This is an optimization exercise on Yosys and OpenROAD, whose aim is small area, a short achievable clock period and few clock cycles, not a production implementation. Function was not checked in any run shown here: the RTL went through the layout flow alone.

## flow/design.v (module list and top-level ports; edited modules follow where they fit)
// module matmul_ctrl: 102 lines
// module matmul_addr_gen: 13 lines
// module matmul_mac: 1837 lines
// module matmul_top: 59 lines
module matmul_top (
	input  logic                   clk,
	input  logic                   reset_n,
	input  logic                   dut_valid,
	output logic                   dut_ready,
	output matmul_pkg::sram_addr_t input_read_address,
	input  matmul_pkg::sram_data_t input_read_data,
	output matmul_pkg::sram_addr_t weight_read_address,
	input  matmul_pkg::sram_data_t weight_read_data,
	output logic                   result_write_enable,
	output matmul_pkg::sram_addr_t result_write_address,
	output matmul_pkg::sram_data_t result_write_data
);
  // ...
==> flow/run.sh <==
#!/bin/bash
# synth_recipe.tcl (not shown) runs the flow's synth.tcl, then flattens the netlist and writes it again
# the make line also repeats each setting of config.mk as NAME=value (left out here)
make -C /OpenROAD-flow-scripts/flow DESIGN_CONFIG=/design/flow/config.mk WORK_HOME=/design/flow/orfs CLKGATE_MAP_FILE= SYNTH_SCRIPT=/design/flow/synth_recipe.tcl finish
==> flow/config.mk <==
export PLATFORM = sky130hd
export DESIGN_NAME = matmul_top
export DESIGN_NICKNAME = matmul_top
export VERILOG_FILES = /design/flow/design.v
export SDC_FILE = /design/flow/constraint.sdc
export NUM_CORES = 4
export LEC_CHECK = 0
export CAP_MARGIN = 20
export CORE_MARGIN = 2
export CORE_UTILIZATION = 40
export SLEW_MARGIN = 20
==> flow/constraint.sdc <==
create_clock -name core_clock -period 12.0 [get_ports {clk}]
set_input_delay 2.4000 -clock core_clock [delete_from_list [all_inputs] [get_ports {clk}]]
set_output_delay 2.4000 -clock core_clock [all_outputs]
set_load 0.01 [all_outputs]
==> key figures, run 1 <==
Logic synthesis
  – Synth Register Bits: 371
  – Cells after Synth: 3795
  – Async SR Flop Fraction: 0
  – Average size of a mapped cell: 7.89 µm²
  – Most common cell in the netlist: nor2_1
  – Adder-Cell Fraction of Synth Area: 0.201
  – Multiplexer share of the synthesized area: 0.00339
  – Synth cell types: 68
  – Synth cell count leaders: nor2_1, inv_1, nand2_1

CTS
  – CTS Hold Bufs: 0
  – Worst-skew pair later-pin latency: 0.60 ns
  – # resized after CTS: 0
  – Clk pin slew, worst setup/hold paths: 0.07 ns
  – TritonCTS clock tree: done
  – CTS root buffer: clkbuf_16

Setup path
  – Worst R2R Start: u_mac.b_q[5]
  – CP endpoint kind: register
  – Crit path max fanout: 88
  – Top cell family by delay on the critical path: XOR/XNOR gates
  – R2R setup slack: 7.48 ns

STA
  – Period utilization: 0.376
  – RSZ-0062 raised after global routing: false
  – Min Tclk post-route: 4.52 ns

Placed design
  – Dpl cell area: 0.0317 mm²
  – Port Buf Inserts: 148

Hold path
  – Hold Path Class: reg -> reg
  – Worst Min Path Start: l1

Run
  – Max-cap check violation count: 0

Finish
  – N_diodes: 2
  – Commonest non-fill, non-tap cell in the layout: nor2_1
  – Design area: 0.0332 mm²

Die
  – Die area: 0.0770 mm²
  – Die Wd: 278 µm
  – Chip height: 278 µm

Run status
  – Outcome: timing/DRC/antenna clean

Detailed routing
  – DR vias: 25700
  – Pre-antenna DRT Iters: 6

Global routing
  – Global routing usage on met3: 0.0276
  – Pin count of the biggest net entering global routing: 94
  – First-pass GRT wire length: 137 mm
==> inputs of run 2 (changes only) <==
--- a/flow/config.mk
+++ b/flow/config.mk
@@ -7,2 +7,3 @@
 export LEC_CHECK = 0
+export ABC_AREA = 1
 export CAP_MARGIN = 20
==> key figures, run 2 <==
Run status
  – Outcome: timing/DRC/antenna clean

Hold path
  – Hold Path Class: reg -> reg
  – Worst Min Path Start: l1
  – Worst hold path cell count: 2
  – Hold-critical path endpoint: l2

Setup path
  – Slowest CP cell: dfxtp_1
  – Critical-path cell list: inv_2 > nand2_1 > nand2_1 > o22ai_1 > xor2_1 > fa_1 > fa_1 > fa_1 > inv_1 > fa_1
  – WP buf/inv: 2
  – CP required: 12.46 ns
  – CP endpoint kind: register
  – Critical R2R Capture: u_mac.cut_q[114]
  – Crit path max fanout: 21 (-76%)
  – Crit path launch type: register
  – Worst R2R Start: u_mac.b_q[9]
  – Top cell family by delay on the critical path: adder cells
  – R2R setup slack: 7.42 ns (-0.06 ns)
  – Worst endpoint data arrival time: 5.04 ns
  – Reg2Reg Depth: 10
  – Crit path largest cell delay: 0.76 ns
  – CP dominant cell by count: fa_1
  – Kind of critical path: reg -> reg

Finish
  – Biggest register: u_mac.cut_q
  – Layout fillers: 6256
  – Finished Core Util: 0.461
  – Max reg flops: 119
  – Commonest non-fill, non-tap cells in the layout: inv_1, nand2_1, dfxtp_1
  – P&R area growth vs syn: 13.9%
  – Layout cell share with drive strength beyond 1: 0.0511
  – N_diodes: 0 (-2)
  – Fin nets: 3421
  – Commonest non-fill, non-tap cell in the layout: inv_1
  – Design area: 0.0291 mm² (-12%)

Logic synthesis
  – Sequential fraction of the synthesis area: 0.316
  – Synth cell count leaders: inv_1, nand2_1, dfxtp_1
  – Ys flop type: dfxtp_1
  – Synth cell types: 61 (-10%)
  – Synth top area share: 0.241
  – Ranking of synthesized cells by area: dfxtp_1, fa_1, xor2_1
  – Most common cell in the netlist: inv_1
  – EDFF count, synth: 64
  – Mapped Area: 0.0255 mm²
  – Yosys warns: 4
  – Cells after Synth: 2978 (-22%)
  – Synth Net Count: 3340
  – Synth Register Bits: 371 (unchanged)
  – Post-synth top area cell: dfxtp_1
  – Average size of a mapped cell: 8.57 µm² (+8.7%)
  – Async SR Flop Fraction: 0 (unchanged)

Placed design
  – Port Buf Inserts: 148 (unchanged)
  – Dpl cell area: 0.0276 mm² (-13%)
  – Dpl hpwl: 53.5 mm
  – Routability cong.: 0.889

STA
  – Worst relative slew slack: 0.275
  – Max-slew violations: 0
  – Final setup viols: 0
  – Fmax: 0.219 GHz
  – Period utilization: 0.381 (+0.00509)
  – Setup_tns: 0 ns
  – Final Skew: 0.0284 ns
  – Fin. Hold Viols: 0
  – Min Tclk post-route: 4.58 ns (+0.0610 ns)
  – RSZ-0062 raised after global routing: false
  – Slew @ Worst Pin: 1.08 ns

Die
  – Ports: 149
  – Floorplan Core Area: 0.0631 mm²
  – Rows: 92
  – Chip height: 257 µm (-7.5%)
  – Starting Density: 0.405
  – Die Wd: 257 µm (-7.5%)
  – Die area: 0.0658 mm² (-15%)

Global routing
  – GRT Total Usage: 0.210
  – Pin count of the biggest net entering global routing: 59 (-37%)
  – Vias in the first global route: 19800
  – Total gr overflow: 0
  – First-pass GRT wire length: 110 mm (-20%)
  – Initial antenna violation count: 3

Detailed routing
  – Vias per cell: 5.00
  – Pre-antenna DRT Iters: 8 (+2)
  – DR iter-0 viols: 1492
  – Met1 Wirelength: 31.0 mm
  – DR vias: 19700 (-23%)
  – DR WL met2: 31.4 mm
  – DRC errors left: 0
  – DR WL/cell: 17.6 µm
  – Met3 wire len: 4.75 mm
  – Final WL: 69.5 mm
  – Highest Signal Layer: met5
  – Post-route ant nets: 0

CTS
  – Post CTS Setup Buffer Count: 0
  – CTS root buffer: clkbuf_16
  – # resized after CTS: 0 (unchanged)
  – Worst-skew pair later-pin latency: 0.60 ns (about the same)
  – Number of CTS-inserted buffers: 43
  – Clock sinks: 371
  – TritonCTS clock tree: done
  – CTS max path bufs: 3
  – Clk pin slew, worst setup/hold paths: 0.06 ns (about the same)
  – CTS Hold Bufs: 0 (unchanged)
  – H-tree lvl count: 2

Run
  – Max-cap check violation count: 0 (unchanged)
## run 2: changes by cell type in the layout (fill, tap and decap cells not counted), sizes merged, moves of 177 or more
cell   before  now
a21oi     289  109
inv       368  562
nor2      460  149
o21ai     339   99
o22ai      69  246
xor2       74  294
## run 2: cells by family (layout without fill, tap and decap cells)
group	after synthesis	in the layout	synth area share
AO/OA/AOI/OAI	499	499	0.115
XOR/XNOR	341	341	0.117
adder cells (fa/ha/maj)	295	295	0.211
buffers and inverters	694	809	0.107
flip-flops	371	371	0.316
AND/OR/NAND/NOR	778	778	0.133
## run 2: layout make-up
type / count / area (µm²) / area share
Tap cell: 846 / 1060 / 0.0364
Sequential cell: 371 / 8070 / 0.278
Timing Repair Buffer: 161 / 1580 / 0.0543
Inverter: 569 / 2160 / 0.0743
Clock inverter: 22 / 256 / 0.00883
Clock buffer: 57 / 1220 / 0.0419
Multi-Input combinational cell: 1913 / 14700 / 0.507
## run 2: worst max-delay path by stage
stage	slack [ns]	cells after the start	endpoint	from
after floorplan	8.41	13	u_mac.cut_q[102]	u_mac.b_q[1]
after global placement	7.65	12	u_mac.cut_q[102]	u_mac.b_q[3]
after detailed placement	7.48	10	u_mac.cut_q[114]	u_mac.b_q[9]
after CTS	7.47	10	u_mac.cut_q[114]	u_mac.b_q[9]
after global routing	7.14	21	u_mac.cut_q[118]	u_mac.b_q[9]
final	7.42	10	u_mac.cut_q[114]	u_mac.b_q[9]
## run 2: per-layer routing
| layer | vias up | GRT usage |
|---|---|---|
| met5 | - | 0 |
| met4 | 4 | 0.0780 |
| met3 | 125 | 0.0397 |
| met2 | 658 | 0.339 |
| met1 | 9290 | 0.281 |
| li1 | 9616 | - |
## run 2: tightest hold or removal path: stages, from the launching register on
cell     delay, ns
dfxtp_1       0.30
nand2_1       0.04
inv_1         0.04
## run 2: per-stage QoR
| stage | cells | hold slack [ns] | setup WS, ns |
|---|---|---|---|
| floorplan | 2978 | 0.386 | 8.41 |
| global route | 3939 | 0.437 | 7.14 |
| finish | 3939 | 0.409 | 7.42 |
| detailed placement | 3860 | 0.395 | 7.48 |
| global placement | 3860 | 0.392 | 7.65 |
| CTS | 3939 | 0.409 | 7.47 |

-- port drivers added, routing unchanged --
In the flow no input, the clock included, has a driving cell. The finished layouts below were timed again as built, in two steps.
Step 1: set_driving_cell puts a clkbuf_16 on clk and a buf_2 on each other input, an assumption about the parent block.
Step 2 adds t to the input delays and takes it off the output delays; t is the mean of the earliest and latest rising clock arrival at the registers after step 1. Input paths then give back, and output paths get back, about the clock's delay inside the block.
Three values: no drivers, after step 1, after step 2; two values: the first two.
| run | shift t [ns] | setup slack, ns | clock arrival spread, ns | slew at the worst register clock pin (ns) | worst data-port slew with drivers (ns) |
|---|---|---|---|---|---|
| run 1 | 0.639 | 7.485 / 7.485 / 7.485 | 0.044 / 0.043 | 0.07 / 0.07 | 0.09 |
| run 2 | 0.649 | 7.424 / 7.424 / 7.424 | 0.032 / 0.032 | 0.06 / 0.06 | 0.08 |
After both steps every run listed still meets setup and hold.
